Context: an optimization exercise on an open-source flow, tuned for small area. The choices shown serve that exercise and are no tape-out recipe. Only simulation tests tie the RTL to the original design; equivalence was not proved. No activity file was given, so power comes from the tool's default toggle rates.

Design tdc_click_top, start of the top module:
module tdc_click_top #(
	parameter int WINDOW_CYCLES = 1000
) (
	input  logic        clk200_i,
	input  logic        gc_rst,
	input  logic        apb_psel_i,
	input  logic        apb_penable_i,
	input  logic        apb_pwrite_i,
	input  logic [7:0]  apb_paddr_i,
	input  logic [31:0] apb_pwdata_i,
	output logic [31:0] apb_prdata_o,
	output logic        apb_pready_o,
	output logic        apb_pslverr_o,
	input  logic        frame_i,
	input  logic        sdi_i,
	input  logic        pps_i,
	output logic        rec_valid_o,
	output logic [1:0]  rec_click_o,
	output logic [47:0] rec_gc_o,
	output logic [31:0] rec_tdc_o,
	output logic        count_valid_o
);
	localparam int CNT_W = $clog2(WINDOW_CYCLES / 8 + 2);
	logic        cfg_enable;
	logic        cfg_start;
	logic [2:0]  cfg_mode;
	logic [5:0]  cfg_index_bits;
	logic [5:0]  cfg_stop_bits;
	logic [13:0] cfg_tdc_shift;
	logic [31:0] cfg_gate0;
	logic [31:0] cfg_gate1;
	logic        gate0_set;
	logic        gate1_set;
	logic [CNT_W-1:0] cnt_total;
	logic [CNT_W-1:0] cnt_click0;
	logic [CNT_W-1:0] cnt_click1;
	logic             cnt_latched;
	logic        stop_valid;
	logic [31:0] t_sum;
	logic        stop_run;
	logic        hit_g0;
	logic        hit_g1;
	logic        gc_running;
	apb_cfg_regs #(
		.CNT_W (CNT_W)
	) i_apb_regs (
		.clk200_i       (clk200_i),
		.gc_rst         (gc_rst),
		.apb_psel_i     (apb_psel_i),
		.apb_penable_i  (apb_penable_i),
		.apb_pwrite_i   (apb_pwrite_i),
		.apb_paddr_i    (apb_paddr_i),
		.apb_pwdata_i   (apb_pwdata_i),
		.apb_prdata_o   (apb_prdata_o),
		.apb_pready_o   (apb_pready_o),
		.apb_pslverr_o  (apb_pslverr_o),
		.cfg_enable     (cfg_enable),
		.cfg_start      (cfg_start),
		.cfg_mode       (cfg_mode),
		.cfg_index_bits (cfg_index_bits),
		.cfg_stop_bits  (cfg_stop_bits),
  ...
Size in the first run: ~250 flip-flops, roughly 170 I/O pins.
export LEC_CHECK = 0
export CAP_MARGIN = 20
export CORE_MARGIN = 2
export CORE_UTILIZATION = 40
export SLEW_MARGIN = 20
create_clock -name core_clock -period 11.0 [get_ports {clk200_i}]
standard.sh (not shown) runs the stock make flow with config.mk's settings and CLKGATE_MAP_FILE= SYNTH_SCRIPT=/design/flow/synth_recipe.tcl, a recipe that flattens the netlist after the stock synthesis.
==> flow/flow/run.sh <==
#!/bin/bash
# Own layout flow: the standard ORFS flow, with the port buffers made
# from the smallest buffer cell instead of the default pick.
set -euo pipefail
export BUFFER_PORTS_ARGS="-buffer_cell sky130_fd_sc_hd__buf_1"
bash standard.sh finish > standard_flow.log 2>&1
==> next run, changes <==
==> flow/flow/run.sh (replaced) <==
#!/bin/bash
# Own layout flow: the standard ORFS flow with three changes
#  - synthesis maps the logic with an area-oriented ABC script (abc_lean.script)
#    at the real clock period, and without the full/half adder cell extraction;
#    registers, their names and cell types are as in the standard synthesis
#  - the port buffers use the smallest buffer cell
# Every tool's output goes to a log file in this folder.
set -euo pipefail
WORK=$(pwd)
FLOWDIR=$WORK/flow
# synthesis script: the standard flow's, with ABC's mapping script swapped
{
  head -n 1 synth_recipe.tcl
  cat <<TCL
proc abc {args} {
  set i [lsearch -exact \$args -script]
  if { \$i >= 0 } { set args [lreplace \$args [expr {\$i + 1}] [expr {\$i + 1}] $FLOWDIR/abc_lean.script] }
  set i [lsearch -exact \$args -D]
  if { \$i >= 0 } { set args [lreplace \$args [expr {\$i + 1}] [expr {\$i + 1}] [expr {int(\$::env(FLOW_PERIOD_NS) * 1000)}]] }
  puts "lean abc: \$args"
  yosys abc {*}\$args
}
TCL
  tail -n +2 synth_recipe.tcl
} > lean_synth.tcl
sed "s#$WORK/synth_recipe.tcl#$WORK/lean_synth.tcl#" standard.sh > lean_standard.sh
grep -q lean_synth.tcl lean_standard.sh
export BUFFER_PORTS_ARGS="-buffer_cell sky130_fd_sc_hd__buf_1"
bash lean_standard.sh "ADDER_MAP_FILE=" finish > flow_make.log 2>&1
==> flow/flow/abc_lean.script (new file) <==
strash
dc2
balance
rewrite
refactor
balance
rewrite
rewrite -z
balance
refactor -z
rewrite -z
balance
strash
&get -n
&dch -f
&nf -p -R 20 {D}
&put
--- a/flow/config.mk
+++ b/flow/config.mk
@@ -8,4 +8,6 @@
 export CAP_MARGIN = 20
 export CORE_MARGIN = 2
-export CORE_UTILIZATION = 40
+export CORE_UTILIZATION = 70
+export CTS_CLUSTER_DIAMETER = 75
+export CTS_CLUSTER_SIZE = 26
 export SLEW_MARGIN = 20
The changed run went through all stages and came out clean. Power drops by 39%. Clock-buffer cell count drops by 16. Synthesized cell count drops by 18%. Critical path depth climbs by 2. Area after synthesis drops by 17%. Global-route usage climbs by 13 points. Worst setup slack gets worse by 0.52 ns.
==> next run, changes <==
--- a/flow/flow/run.sh
+++ b/flow/flow/run.sh
@@ -27,3 +27,4 @@
 grep -q lean_synth.tcl lean_standard.sh
 export BUFFER_PORTS_ARGS="-buffer_cell sky130_fd_sc_hd__buf_1"
+export RECOVER_POWER=100
 bash lean_standard.sh "ADDER_MAP_FILE=" finish > flow_make.log 2>&1
==> flow/flow/abc_lean.script (replaced) <==
strash
&get -n
&fraig -x
&put
dc2
strash
&get -n
&dch -f
&nf {D}
&put
--- a/flow/config.mk
+++ b/flow/config.mk
@@ -8,6 +8,6 @@
 export CAP_MARGIN = 20
 export CORE_MARGIN = 2
-export CORE_UTILIZATION = 70
-export CTS_CLUSTER_DIAMETER = 75
-export CTS_CLUSTER_SIZE = 26
+export CORE_UTILIZATION = 65
+export CTS_CLUSTER_DIAMETER = 70
+export CTS_CLUSTER_SIZE = 22
 export SLEW_MARGIN = 20
=>
- The new run completed and failed the layout checks on max-capacitance violations, max-slew violations
- first-iteration DRC count is higher by about 8%
- cell count is higher by about 2.6%
- register-to-register slack got worse by 0.02 ns
==> next run, changes <==
--- a/flow/flow/run.sh
+++ b/flow/flow/run.sh
@@ -27,4 +27,3 @@
 grep -q lean_synth.tcl lean_standard.sh
 export BUFFER_PORTS_ARGS="-buffer_cell sky130_fd_sc_hd__buf_1"
-export RECOVER_POWER=100
 bash lean_standard.sh "ADDER_MAP_FILE=" finish > flow_make.log 2>&1
--- a/flow/config.mk
+++ b/flow/config.mk
@@ -8,6 +8,4 @@
 export CAP_MARGIN = 20
 export CORE_MARGIN = 2
-export CORE_UTILIZATION = 65
-export CTS_CLUSTER_DIAMETER = 70
-export CTS_CLUSTER_SIZE = 22
+export CORE_UTILIZATION = 40
 export SLEW_MARGIN = 20
Effect:
- Now the flow finished with timing, DRC and antenna clean
- setup slack got worse by 0.047 ns
- total power is higher by about 17%
- clock-buffer cell count goes up by 14
- global-route usage goes down by 9.4 points

* * *

tdc_click_top again, from the RTL that the note above started with.
export LEC_CHECK = 0
export CAP_MARGIN = 20
export CORE_MARGIN = 2
export CORE_UTILIZATION = 65
export CTS_CLUSTER_DIAMETER = 80
export CTS_CLUSTER_SIZE = 30
export SLEW_MARGIN = 20
create_clock -name core_clock -period 11.0 [get_ports {clk200_i}]
==> flow/flow/run.sh <==
#!/bin/bash
# Own layout flow: the standard ORFS flow with three changes
#  - synthesis maps the logic with an area-oriented ABC script (abc_lean.script)
#    at the real clock period, and without the full/half adder cell extraction;
#    registers, their names and cell types are as in the standard synthesis
#  - the port buffers use the smallest buffer cell
# Every tool's output goes to a log file in this folder.
set -euo pipefail
WORK=$(pwd)
FLOWDIR=$WORK/flow
# synthesis script: the standard flow's, with ABC's mapping script swapped
{
  head -n 1 synth_recipe.tcl
  cat <<TCL
proc abc {args} {
  set i [lsearch -exact \$args -script]
  if { \$i >= 0 } { set args [lreplace \$args [expr {\$i + 1}] [expr {\$i + 1}] $FLOWDIR/abc_lean.script] }
  set i [lsearch -exact \$args -D]
  if { \$i >= 0 } { set args [lreplace \$args [expr {\$i + 1}] [expr {\$i + 1}] [expr {int(\$::env(FLOW_PERIOD_NS) * 1000)}]] }
  puts "lean abc: \$args"
  yosys abc {*}\$args
}
TCL
  tail -n +2 synth_recipe.tcl
} > lean_synth.tcl
sed "s#$WORK/synth_recipe.tcl#$WORK/lean_synth.tcl#" standard.sh > lean_standard.sh
grep -q lean_synth.tcl lean_standard.sh
export BUFFER_PORTS_ARGS="-buffer_cell sky130_fd_sc_hd__buf_1"
bash lean_standard.sh "ADDER_MAP_FILE=" finish > flow_make.log 2>&1
==> flow/flow/abc_lean.script <==
strash
&get -n
&fraig -x
&put
dc2
strash
&get -n
&dch -f
&nf {D}
&put
Next try:
==> flow/flow/abc_lean.script (replaced) <==
strash
dc2
balance
rewrite
refactor
balance
rewrite
rewrite -z
balance
refactor -z
rewrite -z
balance
strash
&get -n
&dch -f
&nf -p -R 20 {D}
&put
Settings changed: CTS_CLUSTER_DIAMETER 80 to 75, CTS_CLUSTER_SIZE 30 to 26, PLACE_DENSITY set to 0.8.
After rerunning:
- power went down by about 14%
- cell count went down by 1.9%
- setup slack loses 130 ps
- design area went up by 0.58%
- area after synthesis went down by 3.2%
- utilization went up by 3.0 points
- clock skew went down by 3.8 ps
- count of clock-buffer cells in the layout went up by 3
- critical path depth went up by 9
Next try:
==> flow/flow/abc_lean.script (replaced) <==
strash
&get -n
&fraig -x
&put
dc2
strash
&get -n
&dch -f
&nf {D}
&put
Settings changed: CTS_CLUSTER_DIAMETER 75 to not set, CTS_CLUSTER_SIZE 26 to not set, PLACE_DENSITY 0.8 to not set.
Result: The new run completed without violations; combinational power goes up by well over a third; power goes up by a quarter to a third; utilization goes down by 1.2 points; via count goes up by a few percent; cell area goes up slightly; first-iteration DRC count goes up by about a fifth; sequential power goes up by a few percent; wire length goes up by a few percent; synthesized cell count goes up by a few percent; final cell count goes up by a few percent; setup slack improved by 99 ps.
Next try:
==> flow/flow/abc_lean.script (replaced) <==
strash
dc2
balance
rewrite
refactor
balance
rewrite
rewrite -z
balance
refactor -z
rewrite -z
balance
strash
&get -n
&dch -f
&nf -p -R 20 {D}
&put
Settings changed: CAP_MARGIN 20 to 10, CTS_CLUSTER_DIAMETER set to 75, CTS_CLUSTER_SIZE set to 26, SLEW_MARGIN 20 to 10.
What happened:
- The changed run completed with no timing, DRC or antenna violations
- fmax barely changes
- utilization climbs by 0.13 points
- power drops by 23%
- worst setup slack gets better by 15 ps
- routed wire length drops by 5.0%
Next try:
==> flow/run.sh (new file) <==
#!/bin/bash
# synth_recipe.tcl (not shown) runs the flow's synth.tcl, then flattens the netlist and writes it again
# the make line also repeats each setting of config.mk as NAME=value (left out here)
make -C /OpenROAD-flow-scripts/flow DESIGN_CONFIG=/design/flow/config.mk WORK_HOME=/design/flow/orfs CLKGATE_MAP_FILE= SYNTH_SCRIPT=/design/flow/synth_recipe.tcl finish
Settings changed: CAP_MARGIN 10 to 20, CORE_UTILIZATION 65 to 40, CTS_CLUSTER_DIAMETER 75 to not set, CTS_CLUSTER_SIZE 26 to not set, SLEW_MARGIN 10 to 20.
removed: flow/flow/run.sh
removed: flow/flow/abc_lean.script
removed: flow/standard.sh
=> Clock skew shrinks by 21 ps; global-route usage decreases by 9.0 points; wire length rose by 28%.
Next try:
==> flow/flow/run.sh (new file) <==
#!/bin/bash
# Own layout flow: the standard ORFS flow with three changes
#  - synthesis maps the logic with an area-oriented ABC script (abc_lean.script)
#    at the real clock period, and without the full/half adder cell extraction;
#    registers, their names and cell types are as in the standard synthesis
#  - the port buffers use the smallest buffer cell
# Every tool's output goes to a log file in this folder.
set -euo pipefail
WORK=$(pwd)
FLOWDIR=$WORK/flow
# synthesis script: the standard flow's, with ABC's mapping script swapped
{
  head -n 1 synth_recipe.tcl
  cat <<TCL
proc abc {args} {
  set i [lsearch -exact \$args -script]
  if { \$i >= 0 } { set args [lreplace \$args [expr {\$i + 1}] [expr {\$i + 1}] $FLOWDIR/abc_lean.script] }
  set i [lsearch -exact \$args -D]
  if { \$i >= 0 } { set args [lreplace \$args [expr {\$i + 1}] [expr {\$i + 1}] [expr {int(\$::env(FLOW_PERIOD_NS) * 1000)}]] }
  puts "lean abc: \$args"
  yosys abc {*}\$args
}
TCL
  tail -n +2 synth_recipe.tcl
} > lean_synth.tcl
sed "s#$WORK/synth_recipe.tcl#$WORK/lean_synth.tcl#" standard.sh > lean_standard.sh
grep -q lean_synth.tcl lean_standard.sh
export BUFFER_PORTS_ARGS="-buffer_cell sky130_fd_sc_hd__buf_1"
bash lean_standard.sh "ADDER_MAP_FILE=" finish > flow_make.log 2>&1
==> flow/flow/abc_lean.script (new file) <==
strash
dc2
balance
rewrite
refactor
balance
rewrite
rewrite -z
balance
refactor -z
rewrite -z
balance
strash
&get -n
&dch -f
&nf -p -R 20 {D}
&put
==> flow/standard.sh (new file) <==
#!/bin/bash
# synth_recipe.tcl (not shown) runs the flow's synth.tcl, then flattens the netlist and writes it again
# the make line also repeats each setting of config.mk as NAME=value (left out here)
make -C /OpenROAD-flow-scripts/flow DESIGN_CONFIG=/design/flow/config.mk WORK_HOME=/design/flow/orfs CLKGATE_MAP_FILE= SYNTH_SCRIPT=/design/flow/synth_recipe.tcl "${@:-finish}"
Settings changed: CORE_UTILIZATION 40 to 65, CTS_CLUSTER_DIAMETER set to 70, CTS_CLUSTER_SIZE set to 22.
removed: flow/run.sh
Clock skew stays flat.
Final area goes down by 20%.
Die area decreases by 48%.
Non-clock buffer count increases by 41.
Global-route usage rose by 9.3 points.

static timing again, ports no longer ideal:
The flow's constraints put no driver on any port. The routed layouts listed below were extracted and timed again, unchanged, in two steps.
Step 1 assumes that a clkbuf_16 drives the clock port and a buf_2 every other input.
Step 2 adds t to the input delays and takes it off the output delays; t is the mean of the earliest and latest rising clock arrival at the registers after step 1. Input paths then give back, and output paths get back, about the clock's delay inside the block.
Three values: no drivers, after step 1, after step 2; two values: the first two.
| run | t (ns) | slack for setup (ns) | worst setup path at the end | worst slew at a driven data input, ns |
|---|---|---|---|---|
| the first run of note 1 | 0.627 | 0.993 / 0.993 / 0.993 | register to register | 0.06 |
| the second run of note 1 | 0.532 | 0.474 / 0.474 / 0.474 | register to register | 0.07 |
| the third run of note 1 | 0.544 | 0.451 / 0.451 / 0.451 | register to register | 0.07 |
| the fourth run of note 1 | 0.605 | 0.404 / 0.404 / 0.404 | register to register | 0.07 |
| the first run of note 2 | 0.542 | 0.468 / 0.468 / 0.468 | register to register | 0.07 |
| the second run of note 2 | 0.538 | 0.340 / 0.340 / 0.340 | register to register | 0.06 |
| the third run of note 2 | 0.575 | 0.439 / 0.439 / 0.439 | register to register | 0.06 |
| the fourth run of note 2 | 0.542 | 0.454 / 0.454 / 0.454 | register to register | 0.07 |
| the fifth run of note 2 | 0.625 | 0.889 / 0.889 / 0.889 | register to register | 0.07 |
| the sixth run of note 2 | 0.546 | 0.441 / 0.441 / 0.441 | register to register | 0.07 |
